What follows belongs to an exercise in optimizing a design on an open flow for small area; a production flow would make more cautious choices.
In this exercise RTL edits were held to simulation tests only and were not proved equivalent to the original.

==> flow/design.v, too long to show whole: its modules and the start of the top module <==
// module fos_tdm_sched: 1078 lines
module fos_tdm_sched #(
    parameter int NCH = 4,
    parameter int DW  = 32,
    parameter int CW  = 11,
    localparam int CHW = $clog2(NCH)
) (
    input  logic              clk,
    input  logic              reset,
    input  logic [NCH-1:0]    in_valid,
    input  logic [NCH*DW-1:0] in_data,
    output logic [NCH-1:0]    in_ready,
    output logic              out_valid,
    output logic [DW-1:0]     out_data,
    output logic [CHW-1:0]    out_ch,
    input  logic              out_ready,
    input  logic              cfg_we,
    input  logic              cfg_clr,
    input  logic [CHW-1:0]    cfg_ch,
    input  logic [CW-1:0]     cfg_a1,
    input  logic [CW-1:0]     cfg_b1
);
  // ...
==> flow/flow/run.sh <==
#!/bin/bash
set -euo pipefail
bash standard.sh RECOVER_POWER=100 "BUFFER_PORTS_ARGS=-buffer_cell sky130_fd_sc_hd__buf_1" finish > standard.log 2>&1
==> flow/standard.sh <==
#!/bin/bash
# synth_recipe.tcl (not shown) runs the flow's synth.tcl, then flattens the netlist and writes it again
# the make line also repeats each setting of config.mk as NAME=value (left out here)
make -C /OpenROAD-flow-scripts/flow DESIGN_CONFIG=/design/flow/config.mk WORK_HOME=/design/flow/orfs CLKGATE_MAP_FILE= SYNTH_SCRIPT=/design/flow/synth_recipe.tcl "${@:-finish}"
==> flow/config.mk <==
export PLATFORM = sky130hd
export DESIGN_NAME = fos_tdm_sched
export DESIGN_NICKNAME = fos_tdm_sched
export VERILOG_FILES = /design/flow/design.v
export SDC_FILE = /design/flow/constraint.sdc
export NUM_CORES = 4
export LEC_CHECK = 0
export ABC_AREA = 1
export CAP_MARGIN = 20
export CORE_MARGIN = 2
export CORE_UTILIZATION = 65
export GPL_TIMING_DRIVEN = 1
export SLEW_MARGIN = 20
==> flow/constraint.sdc <==
create_clock -name core_clock -period 11.0 [get_ports {clk}]
set_input_delay 2.2000 -clock core_clock [delete_from_list [all_inputs] [get_ports {clk}]]
set_output_delay 2.2000 -clock core_clock [all_outputs]
set_load 0.01 [all_outputs]
==> impl_metrics.csv, run 1 <==
group,metric,value,unit
timing,fmax,95.0,MHz
final_layout,fin_util,72.1,%
final_layout,top_regs,"xprev_q: 128 flops, yprev_q: 128 flops",
job,drv_cap,5,
yosys,synth_edf_count,346,
drt,wl_met2,45700,µm
yosys,yosysUniqueCellTypes,53,
timing,fin_crit_sh,95.7,%
drt,wl_per_cell,26.0,µm
timing,rsz0062_at_grt,"false",
critical_path,endpoint,"yprev_q[2][30]",
die,row_count,77,
global_route,grt_usage,42.2,%
clock_tree,cts.sinks,357,
global_route,grt_start_max_net_pins,65,
yosys,synth_compound_area_share,12.4,%
run_status,status,"complete, but fails checks",
yosys,synthArstFlopShare,0,%
final_layout,inverters_excl_clock,390,
placed_design,gp_congestion,1.06,
min_path,hold_end,"cz_q[2]",
yosys,syn_inst,2969,
drt,vias_per_cell,6.48,
critical_path,reg2reg_depth,36,
critical_path,path_common_cell,"nand2_1",
clock_tree,root_buffer,"clkbuf_16",
run_status,so.violations,"max-capacitance violations, max-slew violations",
global_route,grt_first_pass_wirelength,147000,µm
timing,slew_violations,263,
final_layout,ff_latch_area,0.0106,mm²
timing,relSlewSlack,-210,%
critical_path,cp_top_family,"adder cells",
clock_tree,clk_path_buf_depth,3,
==> run 2: changes to the inputs <==
--- a/flow/design.v
+++ b/flow/design.v
@@ -26,37 +26,37 @@
     logic [NCH-1:0] hz_q, cz_q;
     logic [CHW-1:0] rr_q;
     logic           out_valid_q;
     logic [DW-1:0]  out_data_q;
     logic [CHW-1:0] out_ch_q;
     logic           slot_free;
     logic           grant_found;
     logic [CHW-1:0] grant_idx;
-    logic [CHW-1:0] idx;
     logic [NCH-1:0] gsel;
     logic           accept;
     logic [DW-1:0]  x, xp, yp;
     logic [CW-1:0]  a1, b1;
     logic [DW-1:0]  y;
     assign slot_free = !out_valid_q || out_ready;
     always_comb begin
-        grant_found = 1'b0;
-        grant_idx   = '0;
-        idx         = '0;
-        for (int i = 0; i < NCH; i++) begin
-            idx = rr_q + CHW'(i);
-            if (!grant_found && in_valid[idx]) begin
-                grant_found = 1'b1;
-                grant_idx   = idx;
-            end
-        end
+        case (rr_q)
+            2'd0: gsel = in_valid[0] ? 4'b0001 : in_valid[1] ? 4'b0010 :
+                         in_valid[2] ? 4'b0100 : in_valid[3] ? 4'b1000 : 4'b0000;
+            2'd1: gsel = in_valid[1] ? 4'b0010 : in_valid[2] ? 4'b0100 :
+                         in_valid[3] ? 4'b1000 : in_valid[0] ? 4'b0001 : 4'b0000;
+            2'd2: gsel = in_valid[2] ? 4'b0100 : in_valid[3] ? 4'b1000 :
+                         in_valid[0] ? 4'b0001 : in_valid[1] ? 4'b0010 : 4'b0000;
+            default: gsel = in_valid[3] ? 4'b1000 : in_valid[0] ? 4'b0001 :
+                         in_valid[1] ? 4'b0010 : in_valid[2] ? 4'b0100 : 4'b0000;
+        endcase
+        grant_found = |in_valid;
+        grant_idx   = {gsel[3] | gsel[2], gsel[3] | gsel[1]};
     end
     assign accept   = reset && slot_free && grant_found;
-    assign gsel     = grant_found ? ({{(NCH-1){1'b0}}, 1'b1} << grant_idx) : '0;
     assign in_ready = accept ? gsel : '0;
     always_comb begin
         x  = '0;
         xp = '0;
         yp = '0;
         a1 = '0;
         b1 = '0;
         for (int k = 0; k < NCH; k++) begin
@@ -1058,17 +1058,17 @@
                 if (cfg_we && cfg_ch == CHW'(k))
                     cz_q[k] <= 1'b0;
             end
         end
     end
     always_ff @(posedge clk) begin
         for (int k = 0; k < NCH; k++) begin
             if (accept && gsel[k]) begin
-                xprev_q[k] <= x;
+                xprev_q[k] <= in_data[k*DW +: DW];
                 yprev_q[k] <= y;
             end
             if (cfg_we && cfg_ch == CHW'(k)) begin
                 a1_q[k] <= cfg_a1;
                 b1_q[k] <= cfg_b1;
             end
         end
     end
==> flow/flow/run.sh (replaced) <==
#!/bin/bash
set -euo pipefail
bash standard.sh "BUFFER_PORTS_ARGS=-buffer_cell sky130_fd_sc_hd__buf_1" finish > standard.log 2>&1
==> flow/config.mk (replaced) <==
export PLATFORM = sky130hd
export DESIGN_NAME = fos_tdm_sched
export DESIGN_NICKNAME = fos_tdm_sched
export VERILOG_FILES = /design/flow/design.v
export SDC_FILE = /design/flow/constraint.sdc
export NUM_CORES = 4
export LEC_CHECK = 0
export ABC_AREA = 1
export CAP_MARGIN = 20
export CORE_MARGIN = 2
export CORE_UTILIZATION = 70
export CTS_BUF_LIST = sky130_fd_sc_hd__clkbuf_4 sky130_fd_sc_hd__clkbuf_8
export GPL_TIMING_DRIVEN = 0
export SLEW_MARGIN = 20
==> impl_metrics.csv, run 2 <==
group,metric,value,unit
run_status,status,"complete, but fails checks",
run_status,so.violations,"negative setup slack",
timing,setup_slack,-0.105,ns
timing,worstMarginPinSlew,1.23,ns
yosys,ys_ff_latch,357,
clock_tree,clk_latency,0.73,ns
timing,rsz0062_at_grt,"false",
yosys,synth_edf_count,346,
yosys,synth_ff_type,"edfxtp_1",
final_layout,layout_common_cells,"nand2_1, inv_1, edfxtp_1, xor2_1, o22ai_1",
die,io_pins,200,
yosys,yosys.area_share.xor_xnor,9.25,%
drt,drcViolationCount,0,
global_route,grt_start_max_net_pins,25,
global_route,antenna_found_initial,2,
critical_path,cp-end-kind,"flop",
yosys,synth.largest_area_cell,"edfxtp_1",
critical_path,startpoint_type,"input pin",
yosys,ys_seq_area_share,36.8,%
yosys,netlist.area_leader.share,36.0,%
drt,vias,25700,
timing,final.min_clock_period,11.11,ns
global_route,gr-total-overflow,0,
die,die_y,207,µm
timing,fmax,90.0,MHz
final_layout,nets,3621,
yosys,synthArstFlopShare,0,%
critical_path,crit_fanout,10,
yosys,yosysMostFrequentCell,"nand2_1",
yosys,yosysUniqueCellTypes,56,
yosys,synth_area,0.0288,mm²
die,die_w,207,µm
drt,vias_per_cell,6.91,
yosys,synth_compound_area_share,13.3,%
clock_tree,clk_pin_slew_worst_paths,0.07,ns
global_route,grt_first_pass_wirelength,156000,µm
yosys,syn-num-nets,3352,
clock_tree,clk_path_buf_depth,3,
drt,wl_per_cell,29.0,µm
yosys,yosys-top-cells-count,"nand2_1, inv_1, edfxtp_1",
drt,drt_first_pass_iters,7,
die,core_area,0.0407,mm²
die,row_count,74,
final_layout,instances_no_fill,3714,
clock_tree,cts_resized,0,
timing,setup_viol,18,
timing,slew_violations,0,
clock_tree,hold_buffers,0,
timing,skew,0.0863,ns
yosys,yosys-top-cells-area,"edfxtp_1, fa_1, xor2_1, nand2_1, o22ai_1",
global_route,grt_pass1_vias,25100,
clock_tree,root_buffer,"clkbuf_8",
global_route,grt_usage,51.0,%
drt,drtIter0Drc,4468,
timing,whs,0.464,ns
placed_design,place_inst,3608,
timing,fin_crit_sh,101,%
job,drv_cap,0,
yosys,yosys.area_share.simple,11.3,%
yosys,syn_avg_cell_area,10.1,µm²
final_layout,fill_cells,2552,
placed_design,dpl.hpwl,81800,µm
drt,drtAntennaViolNets,0,
clock_tree,cts.sinks,357,
yosys,synthMuxAreaShare,0,%
final_layout,fin_util,78.0,%
placed_design,gp_congestion,1.09,
critical_path,critPathRequiredTime,11.40,ns
yosys,synth_top_family_by_area,"adder cells",
final_layout,top_regs,"xprev_q: 128 flops, yprev_q: 128 flops",
yosys,synth_fa_ha_area_share,21.4,%
yosys,syn_inst,2866,
final_layout,final_common_cell,"nand2_1",
placed_design,place.port_buffers,198,
min_path,hold_class,"reg -> reg",
die,dieArea,0.0428,mm²
critical_path,worstSetupPathType,"in -> reg",
clock_tree,cts_tree,"built",
clock_tree,cts_made_buffers,57,
die,initial_core_util,70.8,%
critical_path,critical_path_arrival,11.50,ns
clock_tree,cts_setup_buffers,0,
timing,hold_violations,0,
drt,drt_wl_total,108000,µm
clock_tree,htree_levels,2,
timing,relSlewSlack,17.3,%
final_layout,syn_to_final_growth,10.3,%
final_layout,drive_gt1_share,8.40,%
yosys,yosys_warnings,5,
-- run 2: metrics by stage --
step	setup WS, ns	cell area (µm²)	TNS (ns)
detailed placement	-0.268	30600	-1.91
CTS	0.365	31800	0
finish	-0.105	31800	-0.877
floorplan	2.40	28800	0
global placement	-0.198	30200	-1.16
global route	0.0367	31800	0
-- run 2: cell families (layout without fill, tap and decap cells) --
| logic type | after synthesis | in the layout |
|---|---|---|
| compound gates | 573 | 573 |
| buf+inv | 554 | 866 |
| simple gates | 754 | 754 |
| flops | 357 | 357 |
| fa+ha+maj | 325 | 325 |
| xor+xnor | 303 | 303 |
| other cells | 0 | 4 |
-- run 2: critical path, stage by stage --
cell      delay (ns)
buf_1           0.34
clkbuf_1        0.57
a21boi_2        0.52
buf_2           0.41
buf_2           0.51
buf_2           0.37
clkbuf_1        0.67
a221oi_1        0.42
fa_1            0.50
fa_1            0.48
fa_1            0.48
fa_1            0.49
fa_1            0.53
inv_1           0.05
ha_1            0.40
nand2_1         0.10
nor2_1          0.13
inv_1           0.05
o21bai_1        0.37
a21boi_0        0.29
o21ai_1         0.34
a21oi_1         0.15
o21ai_0         0.35
xor2_1          0.75
-- run 2: worst paths after layout --
| check | cells past startpoint | start | endpoint | slack, ns |
|---|---|---|---|---|
| max | 24 | in_valid[0] | yprev_q[1][21] | -0.11 |
| min | 2 | cz_q[2] | cz_q[2] | 0.46 |
| max reg2reg | 28 | rr_q[0] | yprev_q[1][21] | 1.47 |
| min reg2reg | 2 | cz_q[2] | cz_q[2] | 0.46 |
-- run 2: routing by layer --
metal | vias up | share of wire [%] | GRT usage [%]
met5 | - | 0.19 | 3.46
met3 | 629 | 17 | 20.3
met1 | 12000 | 32 | 62.6
li1 | 10400 | - | -
met2 | 2647 | 43 | 76.9
met4 | 6 | 7.4 | 29.0
-- run 2: area by class of cell --
| class | count | area (µm²) | share of cell area [%] |
|---|---|---|---|
| multi-input cells | 1955 | 16000 | 50.4 |
| flip-flops and latches | 357 | 10600 | 33.4 |
| inverters | 375 | 1410 | 4.44 |
| repair buffers | 210 | 1040 | 3.26 |
| clock buffers | 73 | 923 | 2.90 |
| plain buffers | 179 | 861 | 2.71 |
| well taps | 532 | 666 | 2.09 |
| clock inverters | 29 | 258 | 0.811 |
| diodes | 4 | 10.0 | 0.0315 |
==> run 3: changes to the inputs <==
--- a/flow/config.mk
+++ b/flow/config.mk
@@ -8,7 +8,7 @@
 export ABC_AREA = 1
 export CAP_MARGIN = 20
 export CORE_MARGIN = 2
-export CORE_UTILIZATION = 70
+export CORE_UTILIZATION = 65
 export CTS_BUF_LIST = sky130_fd_sc_hd__clkbuf_4 sky130_fd_sc_hd__clkbuf_8
-export GPL_TIMING_DRIVEN = 0
+export GPL_TIMING_DRIVEN = 1
 export SLEW_MARGIN = 20
==> impl_metrics.csv, run 3 <==
group,metric,value,unit
yosys,synth_area,0.0288,mm²
final_layout,final_common_cell,"nand2_1",
drt,vias_per_cell,6.46,
drt,drcViolationCount,0,
placed_design,place_area,0.0303,mm²
final_layout,postLayoutCellArea,0.0315,mm²
critical_path,endpoint,"yprev_q[1][26]",
timing,relSlewSlack,24.1,%
clock_tree,clk_pin_slew_worst_paths,0.06,ns
die,dieArea,0.0461,mm²
clock_tree,root_buffer,"clkbuf_8",
run_status,status,"timing/DRC/antenna clean",
critical_path,worst_r2r_endpoint,"yprev_q[1][26]",
clock_tree,htree_levels,2,
yosys,synth_ff_type,"edfxtp_1",
yosys,yosys-top-cells-count,"nand2_1, inv_1, edfxtp_1",
timing,slew_violations,0,
critical_path,slowest_stage,"nand2_1",
final_layout,instances_no_fill,3674,
timing,rsz0062_at_grt,"false",
critical_path,crit_start,"in_valid[0]",
die,initial_core_util,65.5,%
yosys,synth_edf_count,346,
yosys,yosys_warnings,5,
critical_path,r2r_start,"rr_q[1]",
final_layout,nets,3523,
die,die_y,215,µm
critical_path,path_common_cell,"a21oi_1",
timing,hold_violations,0,
yosys,ys_seq_area_share,36.8,%
die,io_pins,200,
timing,whs,0.463,ns
global_route,antenna_found_initial,2,
final_layout,syn_to_final_growth,9.24,%
yosys,netlist.area_leader.share,36.0,%
critical_path,cp-end-kind,"flop",
final_layout,antennaDiodeCount,0,
global_route,grt_pass1_vias,23300,
clock_tree,cts_made_buffers,57,
yosys,syn_avg_cell_area,10.1,µm²
drt,vias,23700,
die,die_w,215,µm
drt,drt_wl_total,94500,µm
clock_tree,cts_resized,0,
final_layout,layout_common_cells,"nand2_1, inv_1, edfxtp_1, xor2_1, o22ai_1",
placed_design,gp_congestion,1.04,
global_route,grt_usage,41.1,%
drt,drt_first_pass_iters,9,
timing,setup_viol,0,
yosys,yosys-top-cells-area,"edfxtp_1, fa_1, xor2_1, nand2_1, o22ai_1",
yosys,synth.largest_area_cell,"edfxtp_1",
critical_path,critPathRequiredTime,11.45,ns
critical_path,startpoint_type,"input pin",
yosys,yosysUniqueCellTypes,56,
placed_design,place_inst,3570,
global_route,grt_first_pass_wirelength,141000,µm
critical_path,worstSetupPathType,"in -> reg",
yosys,synthArstFlopShare,0,%
final_layout,fin_util,71.5,%
clock_tree,cts_setup_buffers,0,
timing,skew,0.0424,ns
timing,worstMarginPinSlew,1.13,ns
clock_tree,clk_latency,0.68,ns
global_route,grt_start_max_net_pins,47,
critical_path,crit_fanout,24,
die,row_count,77,
placed_design,place.port_buffers,199,
critical_path,slowest_delay,0.60,ns
drt,drtAntennaViolNets,0,
timing,fmax,102,MHz
clock_tree,clk_path_buf_depth,3,
final_layout,fill_cells,3255,
yosys,syn-num-nets,3352,
timing,final.min_clock_period,9.85,ns
min_path,hold_class,"reg -> reg",
clock_tree,cts.sinks,357,
drt,drtIter0Drc,3061,
critical_path,reg2reg_slack,2.56,ns
global_route,gr-total-overflow,0,
yosys,syn_inst,2866,
clock_tree,hold_buffers,0,
clock_tree,cts_tree,"built",
final_layout,drive_gt1_share,8.34,%
drt,wl_per_cell,25.7,µm
job,drv_cap,0,
timing,fin_crit_sh,89.5,%
yosys,yosysMostFrequentCell,"nand2_1",
timing,tns,0,ns
placed_design,dpl.hpwl,71500,µm
critical_path,reg2reg_depth,31,
yosys,ys_ff_latch,357,
final_layout,top_regs,"xprev_q: 128 flops, yprev_q: 128 flops",
die,core_area,0.0440,mm²
critical_path,critical_path_arrival,10.29,ns
==> run 3: cell counts after synthesis <==
No cell type changed its count.
==> run 3: per-layer routing <==
layer / wire length, µm / global-route usage [%] / vias to the layer above
met5: 0 / 0 / -
met4: 4620 / 17.7 / 0
met3: 12300 / 10.8 / 308
met2: 41800 / 62.8 / 1755
met1: 35800 / 56.0 / 11500
li1: - / - / 10200
==> run 3: layout make-up <==
class | instances | area (µm²) | share of cell area (%)
Timing Repair Buffer | 291 | 1460 | 4.64
Clock inverter | 33 | 299 | 0.950
Multi-Input combinational cell | 1955 | 16100 | 51.0
Clock buffer | 71 | 896 | 2.84
Tap cell | 592 | 741 | 2.35
Inverter | 375 | 1410 | 4.48
Sequential cell | 357 | 10600 | 33.7
==> run 3: logic make-up after synthesis <==
logic type	after synthesis	synth area share, %
AND/OR/NAND/NOR	754	11.3
flip-flops	357	36.8
adder cells (fa/ha/maj)	325	21.4
XOR/XNOR	303	9.25
AO/OA/AOI/OAI	573	13.3
buffers and inverters	554	7.88
==> run 3: critical path: cells and delay by family <==
family / cells / cell delay [ns]
AOI/OAI and AO/OA: 11 / 2.59
xor gates and xnor gates: 2 / 0.58
adders and majority gates: 4 / 1.86
buffers and inverters: 7 / 1.42
and+or+nand+nor: 7 / 1.63
==> run 3: metrics by stage <==
stage                     worst slack [ns]
after CTS                             1.48
after global routing                 0.831
after global placement               0.959
final                                 1.15
after detailed placement             0.824
after floorplan                       2.40
==> run 3: worst min path at each step <==
stage             from      end  slack (ns)  cells past startpoint
2_1_floorplan  cz_q[0]  cz_q[0]        0.44                      2
6_report       cz_q[2]  cz_q[2]        0.46                      2
5_1_grt        cz_q[1]  cz_q[1]        0.50                      2
3_3_place_gp   cz_q[2]  cz_q[2]        0.44                      2
3_5_place_dp   cz_q[2]  cz_q[2]        0.45                      2
4_1_cts        cz_q[2]  cz_q[2]        0.46                      2
==> run 4: changes to the inputs <==
==> flow/flow/run.sh (replaced) <==
#!/bin/bash
set -euo pipefail
bash standard.sh \
  "BUFFER_PORTS_ARGS=-buffer_cell sky130_fd_sc_hd__buf_1" \
  "CTS_ARGS=-sink_clustering_enable -repair_clock_nets -dont_use_dummy_load -sink_clustering_size 24 -sink_clustering_max_diameter 150 -buf_list {sky130_fd_sc_hd__clkbuf_8 sky130_fd_sc_hd__clkbuf_16}" \
  finish > standard.log 2>&1
--- a/flow/config.mk
+++ b/flow/config.mk
@@ -6,9 +6,8 @@
 export NUM_CORES = 4
 export LEC_CHECK = 0
 export ABC_AREA = 1
-export CAP_MARGIN = 20
+export CAP_MARGIN = 5
 export CORE_MARGIN = 2
 export CORE_UTILIZATION = 65
-export CTS_BUF_LIST = sky130_fd_sc_hd__clkbuf_4 sky130_fd_sc_hd__clkbuf_8
 export GPL_TIMING_DRIVEN = 1
-export SLEW_MARGIN = 20
+export SLEW_MARGIN = 5
==> impl_metrics.csv, run 4 <==
group,metric,value,unit
yosys,yosys-top-cells-area,"edfxtp_1, fa_1, xor2_1, nand2_1, o22ai_1",
drt,drtAntennaViolNets,0,
die,initial_core_util,65.5,%
drt,drcViolationCount,0,
final_layout,multi_input_area,0.0161,mm²
die,row_count,77,
placed_design,gp_congestion,1.04,
yosys,yosysMostFrequentCell,"nand2_1",
critical_path,slowest_delay,0.60,ns
critical_path,crit_fanout,24,
final_layout,antennaDiodeCount,0,
timing,fmax,100,MHz
die,io_pins,200,
job,drv_cap,0,
global_route,grt_pass1_vias,22800,
critical_path,critPathRequiredTime,11.32,ns
final_layout,ff_latch_area,0.0106,mm²
clock_tree,cts_made_buffers,18,
placed_design,place.port_buffers,199,
clock_tree,clk_latency,0.55,ns
clock_tree,cts_resized,0,
timing,worstMarginPinSlew,1.13,ns
yosys,synthArstFlopShare,0,%
clock_tree,cts_tree,"built",
yosys,netlist.area_leader.share,36.0,%
timing,skew,0.0236,ns
clock_tree,root_buffer,"clkbuf_16",
drt,drtIter0Drc,3132,
clock_tree,clk_pin_slew_worst_paths,0.09,ns
final_layout,layout_common_cells,"nand2_1, inv_1, edfxtp_1, xor2_1, o22ai_1",
final_layout,drive_gt1_share,6.14,%
placed_design,dpl.hpwl,71500,µm
critical_path,cp-end-kind,"flop",
final_layout,top_regs,"xprev_q: 128 flops, yprev_q: 128 flops",
timing,rsz0062_at_grt,"false",
min_path,hold_class,"reg -> reg",
critical_path,critical_path_arrival,10.28,ns
run_status,status,"timing/DRC/antenna clean",
global_route,grt_start_max_net_pins,47,
die,dieArea,0.0461,mm²
die,die_w,215,µm
drt,vias_per_cell,6.52,
placed_design,pre_cts_ws,0.824,ns
clock_tree,htree_levels,1,
yosys,yosys-top-cells-count,"nand2_1, inv_1, edfxtp_1",
yosys,yosys_warnings,5,
timing,tns,0,ns
yosys,synth_edf_count,346,
final_layout,final_common_cell,"nand2_1",
yosys,syn_avg_cell_area,10.1,µm²
yosys,synth_ff_type,"edfxtp_1",
final_layout,nets,3484,
global_route,gr-total-overflow,0,
timing,slew_violations,0,
timing,final.min_clock_period,9.95,ns
die,die_y,215,µm
drt,wl_per_cell,26.1,µm
drt,vias,23400,
global_route,grt_usage,40.5,%
die,core_area,0.0440,mm²
critical_path,worstSetupPathType,"in -> reg",
clock_tree,hold_buffers,0,
critical_path,startpoint_type,"input pin",
clock_tree,cts_setup_buffers,0,
global_route,antenna_found_initial,0,
clock_tree,cts.sinks,357,
timing,setup_slack,1.05,ns
global_route,grt_first_pass_wirelength,140000,µm
drt,drt_wl_total,93700,µm
yosys,yosysUniqueCellTypes,56,
yosys,ys_seq_area_share,36.8,%
timing,relSlewSlack,24.3,%
yosys,syn_inst,2866,
timing,setup_viol,0,
final_layout,fill_cells,3365,
critical_path,path_common_cell,"nand2_1",
drt,drt_first_pass_iters,6,
yosys,ys_ff_latch,357,
yosys,syn-num-nets,3352,
yosys,synth_area,0.0288,mm²
clock_tree,clk_path_buf_depth,3,
timing,fin_crit_sh,90.5,%
critical_path,slowest_stage,"nand2_1",
final_layout,syn_to_final_growth,6.66,%
yosys,synth.largest_area_cell,"edfxtp_1",
timing,hold_violations,0,
run 4: layout make-up:
type                            instances  area share [%]
Timing Repair Buffer                  291            4.76
Multi-Input combinational cell       1955            52.3
Sequential cell                       357            34.5
Tap cell                              592            2.41
Clock buffer                           18            1.46
Inverter                              375            4.59
run 4: cell families after synthesis:
| logic type | count (synthesis) | share of synthesized area [%] |
|---|---|---|
| AND/OR/NAND/NOR | 754 | 11.3 |
| flip-flops | 357 | 36.8 |
| adder cells (fa/ha/maj) | 325 | 21.4 |
| AO/OA/AOI/OAI | 573 | 13.3 |
| buffers and inverters | 554 | 7.88 |
| XOR/XNOR | 303 | 9.25 |
run 4: worst max-delay path, delay by kind of cell:
family                   cells  cell delay (ns)
AO/OA/AOI/OAI               10             2.48
XOR/XNOR                     2             0.56
AND/OR/NAND/NOR              8             1.66
buffers and inverters        8             1.46
adder cells (fa/ha/maj)      4             1.89
run 4: per-layer routing:
| layer | up-vias | wire length (µm) | track usage [%] |
|---|---|---|---|
| met5 | - | 67 | 1.04 |
| met4 | 2 | 4310 | 15.2 |
| met3 | 287 | 11800 | 9.45 |
| met2 | 1645 | 42100 | 63.1 |
| met1 | 11400 | 35400 | 55.8 |
| li1 | 10000 | - | - |
run 4: final timing paths:
kind	start	endpoint	slack, ns	depth (start not counted)
worst max-delay path	in_valid[0]	yprev_q[2][26]	1.05	32
worst min register to register	cz_q[2]	cz_q[2]	0.47	2
worst min-delay path	cz_q[2]	cz_q[2]	0.47	2
worst max register to register	rr_q[1]	yprev_q[2][26]	2.56	32
run 4: metrics by stage:
stage	cells	hold WS (ns)	cell area, µm²	utilization [%]
floorplan	2866	0.436	28800	-
global placement	3570	0.445	30300	68.8
detailed placement	3570	0.454	30300	68.8
CTS	3588	0.468	30700	69.8
global route	3588	0.506	30700	69.8
finish	3588	0.467	30700	69.8
==> run 5: changes to the inputs <==
--- a/flow/config.mk
+++ b/flow/config.mk
@@ -6,8 +6,8 @@
 export NUM_CORES = 4
 export LEC_CHECK = 0
 export ABC_AREA = 1
-export CAP_MARGIN = 5
+export CAP_MARGIN = 20
 export CORE_MARGIN = 2
 export CORE_UTILIZATION = 65
 export GPL_TIMING_DRIVEN = 1
-export SLEW_MARGIN = 5
+export SLEW_MARGIN = 20
==> impl_metrics.csv, run 5 <==
group,metric,value,unit
critical_path,slowest_delay,0.60,ns
final_layout,top_regs,"xprev_q: 128 flops, yprev_q: 128 flops",
yosys,synth_area,0.0288,mm²
yosys,syn-num-nets,3352,
timing,hold_violations,0,
timing,fmax,100,MHz
clock_tree,clk_pin_slew_worst_paths,0.09,ns
yosys,yosysMostFrequentCell,"nand2_1",
timing,skew,0.0236,ns
die,core_area,0.0440,mm²
min_path,hold_class,"reg -> reg",
yosys,synth_edf_count,346,
critical_path,cp-end-kind,"flop",
final_layout,antennaDiodeCount,0,
critical_path,path_depth,32,
clock_tree,clk_latency,0.55,ns
drt,vias,23400,
yosys,synth.largest_area_cell,"edfxtp_1",
drt,drcViolationCount,0,
critical_path,critPathRequiredTime,11.32,ns
clock_tree,cts_made_buffers,18,
timing,slew_violations,0,
timing,rsz0062_at_grt,"false",
drt,drtAntennaViolNets,0,
drt,drtIter0Drc,3132,
critical_path,slowest_stage,"nand2_1",
drt,drt_first_pass_iters,6,
global_route,grt_pass1_vias,22800,
drt,wl_per_cell,26.1,µm
yosys,syn_avg_cell_area,10.1,µm²
yosys,yosysUniqueCellTypes,56,
clock_tree,root_buffer,"clkbuf_16",
timing,worstMarginPinSlew,1.13,ns
yosys,ys_seq_area_share,36.8,%
placed_design,dpl.hpwl,71500,µm
critical_path,path_common_cell,"nand2_1",
critical_path,crit_fanout,24,
yosys,ys_ff_latch,357,
yosys,synth_ff_type,"edfxtp_1",
min_path,holdPathStages,2,
clock_tree,clk_path_buf_depth,3,
die,io_pins,200,
die,initial_core_util,65.5,%
yosys,yosys-top-cells-count,"nand2_1, inv_1, edfxtp_1",
die,die_w,215,µm
final_layout,syn_to_final_growth,6.66,%
final_layout,fill_cells,3365,
yosys,yosys_warnings,5,
global_route,antenna_found_initial,0,
timing,whs,0.467,ns
global_route,grt_first_pass_wirelength,140000,µm
timing,final.min_clock_period,9.95,ns
drt,vias_per_cell,6.52,
clock_tree,htree_levels,1,
run_status,status,"timing/DRC/antenna clean",
final_layout,drive_gt1_share,6.14,%
global_route,gr-total-overflow,0,
timing,setup_slack,1.05,ns
critical_path,path_buf_inv,8,
timing,fin_crit_sh,90.5,%
yosys,yosys-top-cells-area,"edfxtp_1, fa_1, xor2_1, nand2_1, o22ai_1",
critical_path,reg2reg_depth,32,
placed_design,gp_congestion,1.04,
critical_path,worstSetupPathType,"in -> reg",
yosys,netlist.area_leader.share,36.0,%
critical_path,startpoint_type,"input pin",
critical_path,critical_path_arrival,10.28,ns
critical_path,cp_top_family,"compound AO/OA/AOI/OAI gates",
timing,setup_viol,0,
clock_tree,cts_resized,0,
drt,drt_wl_total,93700,µm
timing,tns,0,ns
clock_tree,cts.sinks,357,
die,row_count,77,
placed_design,pre_cts_ws,0.824,ns
yosys,syn_inst,2866,
die,dieArea,0.0461,mm²
placed_design,place.port_buffers,199,
final_layout,layout_common_cells,"nand2_1, inv_1, edfxtp_1, xor2_1, o22ai_1",
clock_tree,cts_setup_buffers,0,
global_route,grt_usage,40.5,%
timing,relSlewSlack,24.3,%
yosys,synthArstFlopShare,0,%
final_layout,nets,3484,
global_route,grt_start_max_net_pins,47,
clock_tree,hold_buffers,0,
clock_tree,cts_tree,"built",
final_layout,final_common_cell,"nand2_1",
job,drv_cap,0,
die,die_y,215,µm
-- run 5: cell counts in the layout (fill, tap and decap cells not counted) --
No cell type changed its count.
-- run 5: final timing paths --
check                            startpoint  slack, ns             end
worst max register to register      rr_q[1]       2.56  yprev_q[2][26]
worst min register to register      cz_q[2]       0.47         cz_q[2]
worst max-delay path            in_valid[0]       1.05  yprev_q[2][26]
worst min-delay path                cz_q[2]       0.47         cz_q[2]
-- run 5: through the flow --
| step | util [%] | cells | instance area, µm² |
|---|---|---|---|
| 5_1_grt | 69.8 | 3588 | 30700 |
| 4_1_cts | 69.8 | 3588 | 30700 |
| 2_1_floorplan | - | 2866 | 28800 |
| 3_5_place_dp | 68.8 | 3570 | 30300 |
| 6_report | 69.8 | 3588 | 30700 |
| 3_3_place_gp | 68.8 | 3570 | 30300 |
-- run 5: worst min-delay path, cell delays in order (launching register included) --
cell,delay [ns]
dfxtp_1,0.32
o21ai_0,0.07
nand2_1,0.05
-- run 5: kinds of logic (layout without fill, tap and decap cells) --
group	count (synthesis)	count (layout)	synth area share [%]
buffers and inverters	554	684	7.88
AO/OA/AOI/OAI	573	573	13.3
adder cells (fa/ha/maj)	325	325	21.4
XOR/XNOR	303	303	9.25
AND/OR/NAND/NOR	754	754	11.3
flip-flops	357	357	36.8
-- run 5: final cells by class --
class	count	area, µm²	share of cell area (%)
Sequential cell	357	10600	34.5
Multi-Input combinational cell	1955	16100	52.3
Inverter	375	1410	4.59
Clock buffer	18	450	1.46
Timing Repair Buffer	291	1460	4.76
Tap cell	592	741	2.41
-- run 5: per-layer routing --
layer	track usage [%]	part of all wire, %	up-vias
li1	-	-	10000
met1	55.8	38	11400
met2	63.1	45	1645
met3	9.45	13	287
met4	15.2	4.6	2
met5	1.04	0.071	-
==> run 6: changes to the inputs <==
==> flow/flow/run.sh (replaced) <==
#!/bin/bash
set -euo pipefail
KNOBS=(
  "BUFFER_PORTS_ARGS=-buffer_cell sky130_fd_sc_hd__buf_1"
  "CTS_ARGS=-sink_clustering_enable -repair_clock_nets -dont_use_dummy_load -sink_clustering_size 24 -sink_clustering_max_diameter 150 -buf_list {sky130_fd_sc_hd__clkbuf_8 sky130_fd_sc_hd__clkbuf_16}"
)
bash standard.sh "${KNOBS[@]}" synth > standard_synth.log 2>&1

RES=orfs/results/sky130hd/fos_tdm_sched/base
LIB=$FLOW_HOME/platforms/sky130hd/lib/sky130_fd_sc_hd__tt_025C_1v80.lib
YOSYS=$FLOW_HOME/../tools/install/yosys/bin/yosys
[[ -x $YOSYS ]] || YOSYS=yosys
cp $RES/1_2_yosys.v $RES/1_2_yosys_standard.v
cat > resyn.ys <<EOF
read_liberty -ignore_miss_func $LIB
read_verilog $RES/1_2_yosys_standard.v
hierarchy -top $FLOW_TOP
setattr -mod -set blackbox 1 sky130_fd_sc_hd__fa_1 sky130_fd_sc_hd__ha_1 sky130_fd_sc_hd__edfxtp_1 sky130_fd_sc_hd__dfxtp_1 sky130_fd_sc_hd__conb_1
flatten
delete t:\$scopeinfo
opt_clean
abc -liberty $LIB -dont_use *lpflow* -dont_use *probe* -script +strash;dch;amap;topo
opt_clean
hilomap -singleton -hicell sky130_fd_sc_hd__conb_1 HI -locell sky130_fd_sc_hd__conb_1 LO
setundef -zero
splitnets
opt_clean -purge
stat -liberty $LIB
write_verilog -noattr -nohex -nodec $RES/1_2_yosys.v
EOF
$YOSYS -l resyn.log resyn.ys > /dev/null 2>&1
rm -f $RES/1_synth.odb $RES/1_synth.sdc
bash standard.sh "${KNOBS[@]}" finish > standard.log 2>&1
--- a/flow/config.mk
+++ b/flow/config.mk
@@ -8,6 +8,7 @@
 export ABC_AREA = 1
 export CAP_MARGIN = 20
 export CORE_MARGIN = 2
-export CORE_UTILIZATION = 65
+export CORE_UTILIZATION = 72
 export GPL_TIMING_DRIVEN = 1
+export PLACE_DENSITY = 0.82
 export SLEW_MARGIN = 20
==> impl_metrics.csv, run 6 <==
group,metric,value,unit
final_layout,top_regs,"xprev_q: 128 flops, yprev_q: 128 flops",
final_layout,fill_cells,2029,
critical_path,slowest_stage,"fa_1",
final_layout,layout_common_cells,"edfxtp_1, nor2_1, a21oi_1, o22ai_1, fa_1",
placed_design,pre_cts_ws,0.133,ns
timing,fmax,96.3,MHz
final_layout,nets,3218,
clock_tree,cts_made_buffers,18,
timing,final.min_clock_period,10.39,ns
global_route,grt_pass1_vias,23100,
global_route,grt_start_max_net_pins,61,
placed_design,dpl.hpwl,62300,µm
timing,worstMarginPinSlew,1.10,ns
drt,vias,23700,
global_route,antenna_found_initial,1,
yosys,syn_avg_cell_area,11.0,µm²
global_route,gr-usage-met2,69.4,%
die,die_y,195,µm
clock_tree,cts_tree,"built",
critical_path,startpoint_type,"input pin",
timing,relSlewSlack,26.5,%
critical_path,crit_fanout,22,
die,io_pins,200,
critical_path,slowest_delay,0.57,ns
critical_path,reg2reg_slack,1.70,ns
global_route,gr-total-overflow,0,
clock_tree,root_buffer,"clkbuf_16",
clock_tree,cts.sinks,357,
final_layout,final_common_cell,"edfxtp_1",
critical_path,cp_top_family,"adder cells",
timing,setup_viol,0,
final_layout,drive_gt1_share,8.17,%
placed_design,place_inst,3169,
yosys,syn-num-nets,2863,
global_route,grt_first_pass_wirelength,132000,µm
global_route,grt_use_met3,14.8,%
job,drv_cap,0,
die,core_area,0.0357,mm²
yosys,syn_inst,2377,
critical_path,critical_path_arrival,10.62,ns
timing,tns,0,ns
clock_tree,clk_pin_slew_worst_paths,0.09,ns
critical_path,critPathRequiredTime,11.23,ns
critical_path,path_buf_inv,8,
placed_design,place.port_buffers,199,
final_layout,multi_input_area,0.0153,mm²
timing,rsz0062_at_grt,"false",
min_path,hold_class,"reg -> reg",
clock_tree,clk_latency,0.56,ns
clock_tree,htree_levels,1,
final_layout,instances_no_fill,3191,
drt,drtAntennaViolNets,0,
drt,drt_first_pass_iters,11,
die,initial_core_util,73.4,%
drt,drtIter0Drc,4107,
run_status,status,"timing/DRC/antenna clean",
timing,slew_violations,0,
die,dieArea,0.0379,mm²
timing,fin_crit_sh,94.4,%
timing,whs,0.503,ns
clock_tree,hold_buffers,0,
drt,drcViolationCount,0,
placed_design,gp_congestion,1.00,
clock_tree,clk_path_buf_depth,3,
drt,drt_wl_total,85000,µm
final_layout,syn_to_final_growth,12.6,%
final_layout,antennaDiodeCount,0,
placed_design,place_area,0.0290,mm²
global_route,busiest_layer,"met2",
yosys,synth_area,0.0262,mm²
final_layout,postLayoutCellArea,0.0294,mm²
timing,setup_slack,0.612,ns
drt,vias_per_cell,7.44,
die,row_count,69,
global_route,grtUsageMet1,62.5,%
final_layout,ff_latch_area,0.0106,mm²
critical_path,worstSetupPathType,"in -> reg",
die,die_w,195,µm
drt,wl_per_cell,26.6,µm
timing,skew,0.0609,ns
global_route,grt_usage,45.3,%
yosys,yosys_warnings,5,
timing,hold_violations,0,
critical_path,cp-end-kind,"flop",
==> run 6: timing repair <==
action                     CTS  global route
setup buffers                0             3
setup endpoints to repair    0            24
gates resized for setup      0             2
==> run 6: worst min-delay path, delay by kind of cell, from the launching register on <==
family,cells,cell delay (ns)
DFF,1,0.33
buffers and inverters,1,0.05
AOI/OAI and AO/OA,1,0.07
==> run 6: final timing paths <==
path | end | start | cells after the start
worst max register to register | yprev_q[3][26] | rr_q[0] | 35
worst min register to register | hz_q[1] | hz_q[1] | 2
worst min-delay path | hz_q[1] | hz_q[1] | 2
worst max-delay path | yprev_q[3][26] | in_valid[1] | 36
==> run 6: cell type report <==
type	count	share of cell area, %
Tap cell	461	1.96
Sequential cell	357	36.0
Timing Repair Buffer	335	6.01
Inverter	196	2.59
Multi-Input combinational cell	1824	51.9
Clock buffer	18	1.53
==> run 6: per-layer routing <==
layer | up-vias | wire [µm]
met2 | 2289 | 37700
met4 | 4 | 3300
met3 | 327 | 14700
met5 | - | 26
li1 | 10000 | -
met1 | 11100 | 29400
==> run 6: stage by stage <==
stage | util (%)
after CTS | 82.5
final | 82.6
after floorplan | -
after detailed placement | 81.2
after global routing | 82.6
after global placement | 81.2
==> run 7: changes to the inputs <==
--- a/flow/config.mk
+++ b/flow/config.mk
@@ -8,7 +8,7 @@
 export ABC_AREA = 1
 export CAP_MARGIN = 20
 export CORE_MARGIN = 2
-export CORE_UTILIZATION = 72
+export CORE_UTILIZATION = 65
 export GPL_TIMING_DRIVEN = 1
-export PLACE_DENSITY = 0.82
+export PLACE_DENSITY = 0.9
 export SLEW_MARGIN = 20
==> impl_metrics.csv, run 7 <==
group,metric,value,unit
run_status,status,"timing/DRC/antenna clean",
drt,drtIter0Drc,3615,
min_path,hold_class,"reg -> reg",
timing,fmax,94.8,MHz
global_route,grt_usage,40.6,%
final_layout,fill_cells,2646,
timing,rsz0062_at_grt,"false",
clock_tree,htree_levels,1,
die,io_pins,200,
final_layout,antennaDiodeCount,0,
critical_path,crit_fanout,34,
drt,wl_per_cell,25.9,µm
clock_tree,root_buffer,"clkbuf_16",
job,drv_cap,0,
final_layout,final_common_cell,"edfxtp_1",
final_layout,instances_no_fill,3256,
critical_path,startpoint_type,"input pin",
yosys,synth_area,0.0262,mm²
critical_path,cp_top_family,"compound AO/OA/AOI/OAI gates",
final_layout,layout_common_cells,"edfxtp_1, nor2_1, a21oi_1, o22ai_1, fa_1",
die,dieArea,0.0419,mm²
critical_path,path_common_cell,"nor2_1",
final_layout,drive_gt1_share,8.17,%
placed_design,place.port_buffers,199,
clock_tree,cts.sinks,357,
drt,vias_per_cell,7.07,
clock_tree,clk_path_buf_depth,3,
yosys,syn-num-nets,2863,
timing,final.min_clock_period,10.55,ns
timing,slew_violations,0,
drt,drt_first_pass_iters,9,
critical_path,cp-end-kind,"flop",
final_layout,top_regs,"xprev_q: 128 flops, yprev_q: 128 flops",
drt,drtAntennaViolNets,0,
clock_tree,cts_tree,"built",
placed_design,place_inst,3229,
timing,setup_viol,0,
die,die_w,205,µm
critical_path,critical_path_arrival,10.87,ns
timing,skew,0.0465,ns
global_route,gr-total-overflow,0,
global_route,grt_first_pass_wirelength,129000,µm
critical_path,path_buf_inv,10,
final_layout,ff_latch_area,0.0106,mm²
die,core_area,0.0397,mm²
global_route,antenna_found_initial,0,
timing,fin_crit_sh,95.9,%
die,initial_core_util,65.8,%
yosys,syn_inst,2377,
final_layout,nets,3219,
critical_path,slowest_stage,"a221oi_1",
yosys,syn_avg_cell_area,11.0,µm²
yosys,yosys_warnings,5,
critical_path,slowest_delay,0.62,ns
die,die_y,205,µm
timing,relSlewSlack,25.2,%
die,row_count,73,
final_layout,syn_to_final_growth,12.9,%
critical_path,reg2reg_slack,1.47,ns
timing,worstMarginPinSlew,1.12,ns
final_layout,multi_input_area,0.0153,mm²
global_route,grt_start_max_net_pins,66,
global_route,grt_pass1_vias,22500,
critical_path,worstSetupPathType,"in -> reg",
clock_tree,clk_pin_slew_worst_paths,0.10,ns
clock_tree,cts_made_buffers,18,
clock_tree,clk_latency,0.56,ns
timing,hold_violations,0,
drt,drt_wl_total,84200,µm
placed_design,gp_congestion,0.994,
placed_design,dpl.hpwl,61900,µm
drt,drcViolationCount,0,
drt,vias,23000,
critical_path,critPathRequiredTime,11.32,ns
-- run 7: through the flow --
stage / instance area (µm²) / TNS, ns / hold slack, ns / util [%] / setup WS, ns
finish: 29500 / 0 / 0.483 / 74.3 / 0.452
global route: 29500 / 0 / 0.509 / 74.3 / 0.000818
CTS: 29500 / 0 / 0.485 / 74.1 / 0.540
detailed placement: 29000 / 0 / 0.471 / 73.0 / 0.0436
global placement: 29000 / 0 / 0.462 / 73.0 / 0.379
floorplan: 26500 / -34.55 / 0.441 / - / -0.941
-- run 7: worst reg2reg max path, delay by kind of cell (launching register included) --
family          cells  cell delay (ns)
compound gates     12             2.80
fa+ha+maj           6             2.70
simple gates        7             1.88
buf+inv             9             1.45
flops               1             0.42
-- run 7: path summary, 6_finish.rpt --
| check | end | start | cells after the start |
|---|---|---|---|
| max reg2reg | yprev_q[0][25] | rr_q[0] | 34 |
| min | cz_q[1] | cz_q[1] | 2 |
| min reg2reg | cz_q[1] | cz_q[1] | 2 |
| max | yprev_q[0][25] | in_valid[1] | 38 |
-- run 7: routing by layer --
metal | wire length [µm] | GRT usage, % | vias to the layer above
li1 | - | - | 9986
met1 | 30600 | 56.6 | 10800
met2 | 37500 | 62.0 | 1895
met3 | 12900 | 11.7 | 280
met4 | 3200 | 13.4 | 0
met5 | 0 | 0 | -
-- run 7: what timing repair did --
| item | CTS | global route |
|---|---|---|
| resized for setup | 0 | 0 |
| hold buffers | 0 | 0 |
| hold endpoints to repair | 0 | 0 |
| endpoints found under the setup margin | 0 | 28 |
| setup buffers | 0 | 8 |
-- run 7: layout make-up --
type                    instances  area share [%]
inverters                     196            2.58
clock buffers                  18            1.53
multi-input cells            1824            51.7
flip-flops and latches        357            35.9
well taps                     525            2.22
repair buffers                336            6.04
==> run 8: changes to the inputs <==
--- a/flow/config.mk
+++ b/flow/config.mk
@@ -10,5 +10,4 @@
 export CORE_MARGIN = 2
 export CORE_UTILIZATION = 65
 export GPL_TIMING_DRIVEN = 1
-export PLACE_DENSITY = 0.9
 export SLEW_MARGIN = 20
==> impl_metrics.csv, run 8 <==
group,metric,value,unit
final_layout,fill_cells,2743,
run_status,status,"timing/DRC/antenna clean",
critical_path,crit_fanout,22,
die,die_y,205,µm
die,dieArea,0.0419,mm²
drt,drt_wl_total,82600,µm
timing,hold_violations,0,
clock_tree,root_buffer,"clkbuf_16",
final_layout,drive_gt1_share,8.45,%
die,initial_core_util,65.8,%
global_route,grt_pass1_vias,21800,
yosys,yosys_warnings,5,
timing,skew,0.0519,ns
min_path,hold_class,"reg -> reg",
yosys,synth_area,0.0262,mm²
clock_tree,hold_buffers,0,
final_layout,instances_no_fill,3261,
timing,setup_slack,0.574,ns
critical_path,cp-end-kind,"flop",
placed_design,pre_cts_ws,0.112,ns
timing,whs,0.507,ns
drt,drcViolationCount,0,
drt,vias_per_cell,7.04,
global_route,gr-total-overflow,0,
job,drv_cap,0,
drt,drt_first_pass_iters,9,
global_route,antenna_found_initial,1,
final_layout,syn_to_final_growth,13.2,%
yosys,syn_inst,2377,
clock_tree,clk_path_buf_depth,3,
global_route,grt_first_pass_wirelength,126000,µm
clock_tree,clk_latency,0.57,ns
critical_path,cp_top_family,"adder cells",
critical_path,slowest_delay,0.59,ns
timing,tns,0,ns
timing,rsz0062_at_grt,"false",
final_layout,top_regs,"xprev_q: 128 flops, yprev_q: 128 flops",
critical_path,critical_path_arrival,10.79,ns
drt,wl_per_cell,25.3,µm
critical_path,crit_start,"in_valid[1]",
global_route,grt_start_max_net_pins,57,
drt,drtAntennaViolNets,0,
critical_path,critPathRequiredTime,11.37,ns
final_layout,nets,3223,
clock_tree,cts_tree,"built",
critical_path,path_buf_inv,10,
clock_tree,cts_made_buffers,18,
drt,wl_met2,36600,µm
timing,fin_crit_sh,94.8,%
min_path,hold_start,"hz_q[1]",
die,core_area,0.0397,mm²
clock_tree,cts.sinks,357,
drt,vias,23000,
critical_path,startpoint_type,"input pin",
yosys,syn_avg_cell_area,11.0,µm²
placed_design,gp_congestion,1.00,
clock_tree,clk_pin_slew_worst_paths,0.09,ns
critical_path,r2r_start,"rr_q[0]",
critical_path,worstSetupPathType,"in -> reg",
yosys,syn-num-nets,2863,
final_layout,layout_common_cells,"edfxtp_1, nor2_1, a21oi_1, o22ai_1, fa_1",
placed_design,place.port_buffers,199,
drt,drtIter0Drc,3346,
timing,setup_viol,0,
timing,final.min_clock_period,10.43,ns
die,die_w,205,µm
drt,wl_met3,12400,µm
die,row_count,73,
drt,top_layer,"met4",
timing,worstMarginPinSlew,1.11,ns
global_route,grt_usage,39.7,%
die,io_pins,200,
placed_design,dpl.hpwl,60900,µm
final_layout,final_common_cell,"edfxtp_1",
timing,slew_violations,0,
clock_tree,htree_levels,1,
timing,relSlewSlack,26.3,%
drt,wl_met1,31100,µm
placed_design,place_inst,3235,
timing,fmax,95.9,MHz
critical_path,slowest_stage,"fa_1",
run 8: worst register-to-register path, delay by kind of cell (launching register included):
| kind | cells | cell delay, ns |
|---|---|---|
| DFF | 1 | 0.42 |
| adders and majority gates | 6 | 2.77 |
| AOI/OAI and AO/OA | 11 | 2.63 |
| and+or+nand+nor | 11 | 2.15 |
| buffers and inverters | 6 | 1.01 |
run 8: stage by stage:
stage | utilization, % | cell area (µm²)
after CTS | 74.3 | 29500
after global placement | 73.1 | 29100
after global routing | 74.5 | 29600
after floorplan | - | 26500
final | 74.5 | 29600
after detailed placement | 73.2 | 29100
run 8: timing repair:
action | in CTS | in global routing
gates resized for setup | 0 | 4
endpoints found under the setup margin | 0 | 24
setup buffers | 0 | 6
run 8: final timing paths:
check | to | slack [ns] | depth (start not counted)
setup / recovery | yprev_q[3][28] | 0.57 | 35
hold / removal | hz_q[1] | 0.51 | 2
setup reg to reg | yprev_q[0][25] | 1.78 | 34
hold reg to reg | hz_q[1] | 0.51 | 2
run 8: final cells by class:
class / instances / area [µm²] / share of cell area [%]
Inverter: 196 / 768 / 2.60
Timing Repair Buffer: 340 / 1830 / 6.17
Tap cell: 525 / 657 / 2.22
Antenna cell: 1 / 2.50 / 0.00846
Clock buffer: 18 / 450 / 1.52
Multi-Input combinational cell: 1824 / 15300 / 51.6
Sequential cell: 357 / 10600 / 35.9
run 8: metal layers:
metal | global-route usage [%] | vias up
li1 | - | 9992
met5 | 0 | -
met1 | 56.7 | 11000
met3 | 11.9 | 215
met2 | 59.5 | 1769
met4 | 11.2 | 0
==> run 9: changes to the inputs <==
--- a/flow/config.mk
+++ b/flow/config.mk
@@ -10,4 +10,5 @@
 export CORE_MARGIN = 2
 export CORE_UTILIZATION = 65
 export GPL_TIMING_DRIVEN = 1
+export PLACE_DENSITY = 0.75
 export SLEW_MARGIN = 20
==> impl_metrics.csv, run 9 <==
group,metric,value,unit
die,core_area,0.0397,mm²
placed_design,place_area,0.0290,mm²
critical_path,reg2reg_slack,1.72,ns
final_layout,top_regs,"xprev_q: 128 flops, yprev_q: 128 flops",
clock_tree,hold_buffers,0,
timing,slew_violations,0,
placed_design,dpl.hpwl,60700,µm
critical_path,r2r_start,"rr_q[0]",
timing,whs,0.488,ns
placed_design,place.port_buffers,199,
final_layout,drive_gt1_share,8.07,%
die,row_count,73,
critical_path,cp_top_family,"compound AO/OA/AOI/OAI gates",
final_layout,postLayoutCellArea,0.0295,mm²
timing,setup_slack,0.678,ns
drt,drtAntennaViolNets,0,
drt,vias_per_cell,7.04,
critical_path,slowest_delay,0.69,ns
clock_tree,clk_pin_slew_worst_paths,0.09,ns
placed_design,pre_cts_ws,0.257,ns
die,dieArea,0.0419,mm²
drt,vias,22900,
global_route,grt_usage,40.0,%
critical_path,path_common_cell,"nor2_1",
die,die_y,205,µm
min_path,hold_end,"hz_q[1]",
timing,final.min_clock_period,10.32,ns
run_status,status,"timing/DRC/antenna clean",
final_layout,nets,3214,
clock_tree,clk_latency,0.55,ns
final_layout,syn_to_final_growth,12.8,%
critical_path,path_buf_inv,5,
critical_path,slowest_stage,"nor3_4",
critical_path,reg2reg_depth,32,
min_path,hold_start,"hz_q[1]",
timing,skew,0.0354,ns
critical_path,startpoint_type,"input pin",
clock_tree,cts_setup_buffers,0,
global_route,grt_pass1_vias,21900,
yosys,synth_area,0.0262,mm²
drt,drtIter0Drc,3231,
timing,fmax,96.9,MHz
min_path,holdPathStages,2,
drt,drt_wl_total,82900,µm
timing,relSlewSlack,26.9,%
min_path,hold_class,"reg -> reg",
global_route,antenna_found_initial,0,
critical_path,critPathRequiredTime,11.33,ns
clock_tree,root_buffer,"clkbuf_16",
final_layout,final_common_cell,"edfxtp_1",
clock_tree,cts_resized,0,
yosys,yosys_warnings,5,
timing,setup_viol,0,
die,die_w,205,µm
timing,hold_violations,0,
placed_design,gp_congestion,0.997,
critical_path,crit_fanout,23,
critical_path,worstSetupPathType,"in -> reg",
clock_tree,cts_made_buffers,18,
clock_tree,clk_path_buf_depth,3,
critical_path,worst_r2r_endpoint,"yprev_q[1][25]",
timing,fin_crit_sh,93.8,%
critical_path,critical_path_arrival,10.65,ns
drt,wl_met1,31800,µm
timing,worstMarginPinSlew,1.10,ns
global_route,grt_first_pass_wirelength,127000,µm
global_route,gr-total-overflow,0,
timing,rsz0062_at_grt,"false",
die,initial_core_util,65.8,%
critical_path,cp-end-kind,"flop",
drt,top_layer,"met4",
drt,wl_met2,36800,µm
global_route,grt_start_max_net_pins,62,
drt,drt_first_pass_iters,8,
drt,wl_per_cell,25.5,µm
job,drv_cap,0,
clock_tree,cts.sinks,357,
clock_tree,htree_levels,1,
drt,wl_met3,12100,µm
die,io_pins,200,
yosys,syn_avg_cell_area,11.0,µm²
clock_tree,cts_tree,"built",
drt,drcViolationCount,0,
yosys,syn-num-nets,2863,
yosys,syn_inst,2377,
final_layout,layout_common_cells,"edfxtp_1, nor2_1, a21oi_1, o22ai_1, fa_1",
final_layout,fin_util,74.3,%
==> run 9: worst max path at each step <==
stage                      from        endpoint  slack [ns]  depth (start not counted)
finish              in_valid[1]  yprev_q[1][25]        0.68                         32
global route        in_valid[1]  yprev_q[3][25]      0.0001                         36
CTS                 in_valid[1]  yprev_q[2][30]        0.79                         34
detailed placement  in_valid[1]  yprev_q[0][25]        0.26                         32
global placement    in_valid[1]  yprev_q[0][25]        0.45                         35
floorplan           in_valid[1]  yprev_q[0][30]       -0.94                         35
==> run 9: cell type report <==
| cell class | count | area (µm²) |
|---|---|---|
| antenna | 1 | 2.50 |
| clock buffer | 18 | 450 |
| fill | 2805 | 10200 |
| inverter | 196 | 763 |
| multi-input combinational | 1824 | 15300 |
| sequential | 357 | 10600 |
| tap | 525 | 657 |
| timing repair buffer | 331 | 1740 |
==> run 9: stage by stage <==
step           setup TNS, ns  std cells
2_1_floorplan         -34.55       2377
3_3_place_gp               0       3229
3_5_place_dp               0       3230
4_1_cts                    0       3248
5_1_grt                    0       3251
6_report                   0       3252
==> run 9: layer usage <==
| layer | global-route usage, % | up-vias |
|---|---|---|
| li1 | - | 10000 |
| met1 | 57.9 | 10900 |
| met2 | 60.5 | 1767 |
| met3 | 11.0 | 190 |
| met4 | 10.3 | 0 |
| met5 | 0 | - |
==> run 9: worst register-to-register path: cells and delay by family (launching register included) <==
| family | cells | cell delay, ns |
|---|---|---|
| adders and majority gates | 6 | 2.81 |
| AOI/OAI and AO/OA | 12 | 3.46 |
| and+or+nand+nor | 9 | 1.70 |
| DFF | 1 | 0.41 |
| buffers and inverters | 5 | 0.70 |
==> run 10: changes to the inputs <==
--- a/flow/flow/run.sh
+++ b/flow/flow/run.sh
@@ -19,7 +19,7 @@
 flatten
 delete t:\$scopeinfo
 opt_clean
-abc -liberty $LIB -dont_use *lpflow* -dont_use *probe* -script +strash;dch;amap;topo
+abc -liberty $LIB -dont_use *lpflow* -dont_use *probe* -D 8000 -script +strash;dch;amap;topo;stime,-c;buffer,-c;upsize,-c;dnsize,-c
 opt_clean
 hilomap -singleton -hicell sky130_fd_sc_hd__conb_1 HI -locell sky130_fd_sc_hd__conb_1 LO
 setundef -zero
==> impl_metrics.csv, run 10 <==
group,metric,value,unit
die,core_area,0.0417,mm²
placed_design,dpl.hpwl,69500,µm
timing,setup_viol,0,
clock_tree,cts_tree,"built",
timing,rsz0062_at_grt,"false",
final_layout,ff_latch_area,0.0106,mm²
critical_path,startpoint_type,"input pin",
clock_tree,cts_made_buffers,18,
global_route,antenna_found_initial,0,
final_layout,multi_input_area,0.0152,mm²
clock_tree,root_buffer,"clkbuf_16",
final_layout,antennaDiodeCount,0,
critical_path,reg2reg_depth,36,
final_layout,final_common_cell,"edfxtp_1",
timing,relSlewSlack,21.5,%
die,die_y,209,µm
critical_path,path_common_cell,"nor2_1",
drt,wl_per_cell,27.8,µm
global_route,grt_start_max_net_pins,87,
critical_path,reg2reg_slack,1.92,ns
final_layout,nets,3241,
timing,whs,0.482,ns
die,io_pins,200,
final_layout,drive_gt1_share,9.23,%
timing,fmax,96.1,MHz
min_path,hold_class,"reg -> reg",
min_path,hold_start,"hz_q[2]",
critical_path,worst_r2r_endpoint,"yprev_q[0][25]",
critical_path,crit_start,"in_valid[1]",
run_status,status,"timing/DRC/antenna clean",
critical_path,critical_path_arrival,10.75,ns
final_layout,fill_cells,3078,
job,drv_cap,0,
timing,tns,0,ns
critical_path,r2r_start,"rr_q[1]",
drt,drtIter0Drc,3733,
yosys,syn_inst,2593,
die,die_w,209,µm
drt,drt_wl_total,91400,µm
global_route,grt_usage,42.2,%
yosys,syn-num-nets,3079,
clock_tree,clk_path_buf_depth,3,
drt,drcViolationCount,0,
timing,final.min_clock_period,10.40,ns
die,row_count,75,
timing,skew,0.0451,ns
critical_path,endpoint,"yprev_q[0][25]",
critical_path,crit_fanout,26,
drt,drtAntennaViolNets,0,
clock_tree,htree_levels,1,
global_route,grt_first_pass_wirelength,138000,µm
clock_tree,clk_latency,0.56,ns
final_layout,fin_util,71.3,%
timing,fin_crit_sh,94.6,%
critical_path,cp-end-kind,"flop",
die,initial_core_util,65.4,%
drt,drt_first_pass_iters,7,
die,dieArea,0.0436,mm²
final_layout,top_regs,"xprev_q: 128 flops, yprev_q: 128 flops",
critical_path,slowest_stage,"a221oi_1",
clock_tree,cts.sinks,357,
global_route,gr-total-overflow,0,
final_layout,layout_common_cells,"edfxtp_1, nor2_1, a21oi_1, o22ai_1, fa_1",
timing,slew_violations,0,
timing,hold_violations,0,
critical_path,critPathRequiredTime,11.35,ns
final_layout,syn_to_final_growth,9.05,%
drt,vias_per_cell,7.03,
yosys,syn_avg_cell_area,10.5,µm²
critical_path,worstSetupPathType,"in -> reg",
clock_tree,clk_pin_slew_worst_paths,0.08,ns
timing,worstMarginPinSlew,1.18,ns
placed_design,gp_congestion,1.04,
placed_design,place.port_buffers,199,
critical_path,slowest_delay,0.86,ns
yosys,yosys_warnings,5,
drt,vias,23200,
global_route,grt_pass1_vias,22800,
yosys,synth_area,0.0272,mm²
[run 10: changes by cell type in the layout (fill, tap and decap cells not counted), sizes merged]
cell    change
clkinv    -193
inv       +193
buf        +28
clkbuf      -1
diode       -1
[run 10: final cells by class]
type	instances	area share, %
multi-input cells	1824	51.2
flip-flops and latches	357	35.7
repair buffers	358	6.80
inverters	196	2.51
well taps	539	2.27
clock buffers	18	1.52
[run 10: repair_timing]
| item | CTS | global route |
|---|---|---|
| resized for setup | 0 | 3 |
| hold endpoints to repair | 0 | 0 |
| buffers inserted | 0 | 3 |
| endpoints found under the setup margin | 0 | 8 |
| hold buffers | 0 | 0 |
[run 10: worst min-delay path by stage]
stage               endpoint  cells after the start
finish               hz_q[2]                      2
global route         hz_q[2]                      2
CTS                  hz_q[2]                      2
detailed placement   hz_q[2]                      2
global placement     cz_q[2]                      2
floorplan            cz_q[1]                      2
[run 10: worst max-delay path, delay by kind of cell]
family,cells,cell delay [ns]
buffers and inverters,8,1.07
AND/OR/NAND/NOR,12,1.37
adder cells (fa/ha/maj),6,2.68
AO/OA/AOI/OAI,11,3.40
[run 10: through the flow]
stage	instances	setup slack (ns)	area (µm²)
finish	3292	0.596	29700
global route	3292	0.0885	29700
CTS	3287	0.440	29600
detailed placement	3269	-0.0621	29200
global placement	3269	0.146	29200
floorplan	2593	1.08	27200
[run 10: metal layers]
layer	global-route usage (%)	vias to the layer above	part of all wire, %
li1	-	10000	-
met1	56.3	11000	35
met2	63.3	1810	44
met3	12.9	333	14
met4	21.3	0	6.5
met5	0	-	0

-- port drivers added, routing unchanged --
The results above use ideal ports. As a check the final layouts listed here were re-extracted and re-timed, cells and wires unchanged. Step 1: set_driving_cell puts a clkbuf_16 on clk and a buf_2 on each other input, an assumption about the parent block. Step 2 adds t to the input delays and takes it off the output delays; t is the mean of the earliest and latest rising clock arrival at the registers after step 1. Input paths then give back, and output paths get back, about the clock's delay inside the block. Slacks: no drivers / after step 1 / after step 2; pairs: no drivers / after step 1.
run	shift t [ns]	setup WS [ns]	worst data-port slew with drivers (ns)
run 1	0.626	0.473 / 0.514 / -0.112	0.06
run 2	0.745	-0.105 / -0.070 / -0.815	0.05
run 3	0.718	1.153 / 1.190 / 0.471	0.06
run 4	0.595	1.045 / 1.081 / 0.486	0.05
run 5	0.595	1.045 / 1.081 / 0.486	0.05
run 6	0.589	0.612 / 0.650 / 0.061	0.06
run 7	0.595	0.452 / 0.482 / -0.112	0.06
run 8	0.603	0.574 / 0.609 / 0.006	0.06
run 9	0.585	0.678 / 0.713 / 0.128	0.07
run 10	0.595	0.596 / 0.623 / 0.029	0.08
For run 2, which loses most, drivers alone change the setup slack by +0.035 ns; drivers and shift together by -0.710 ns.
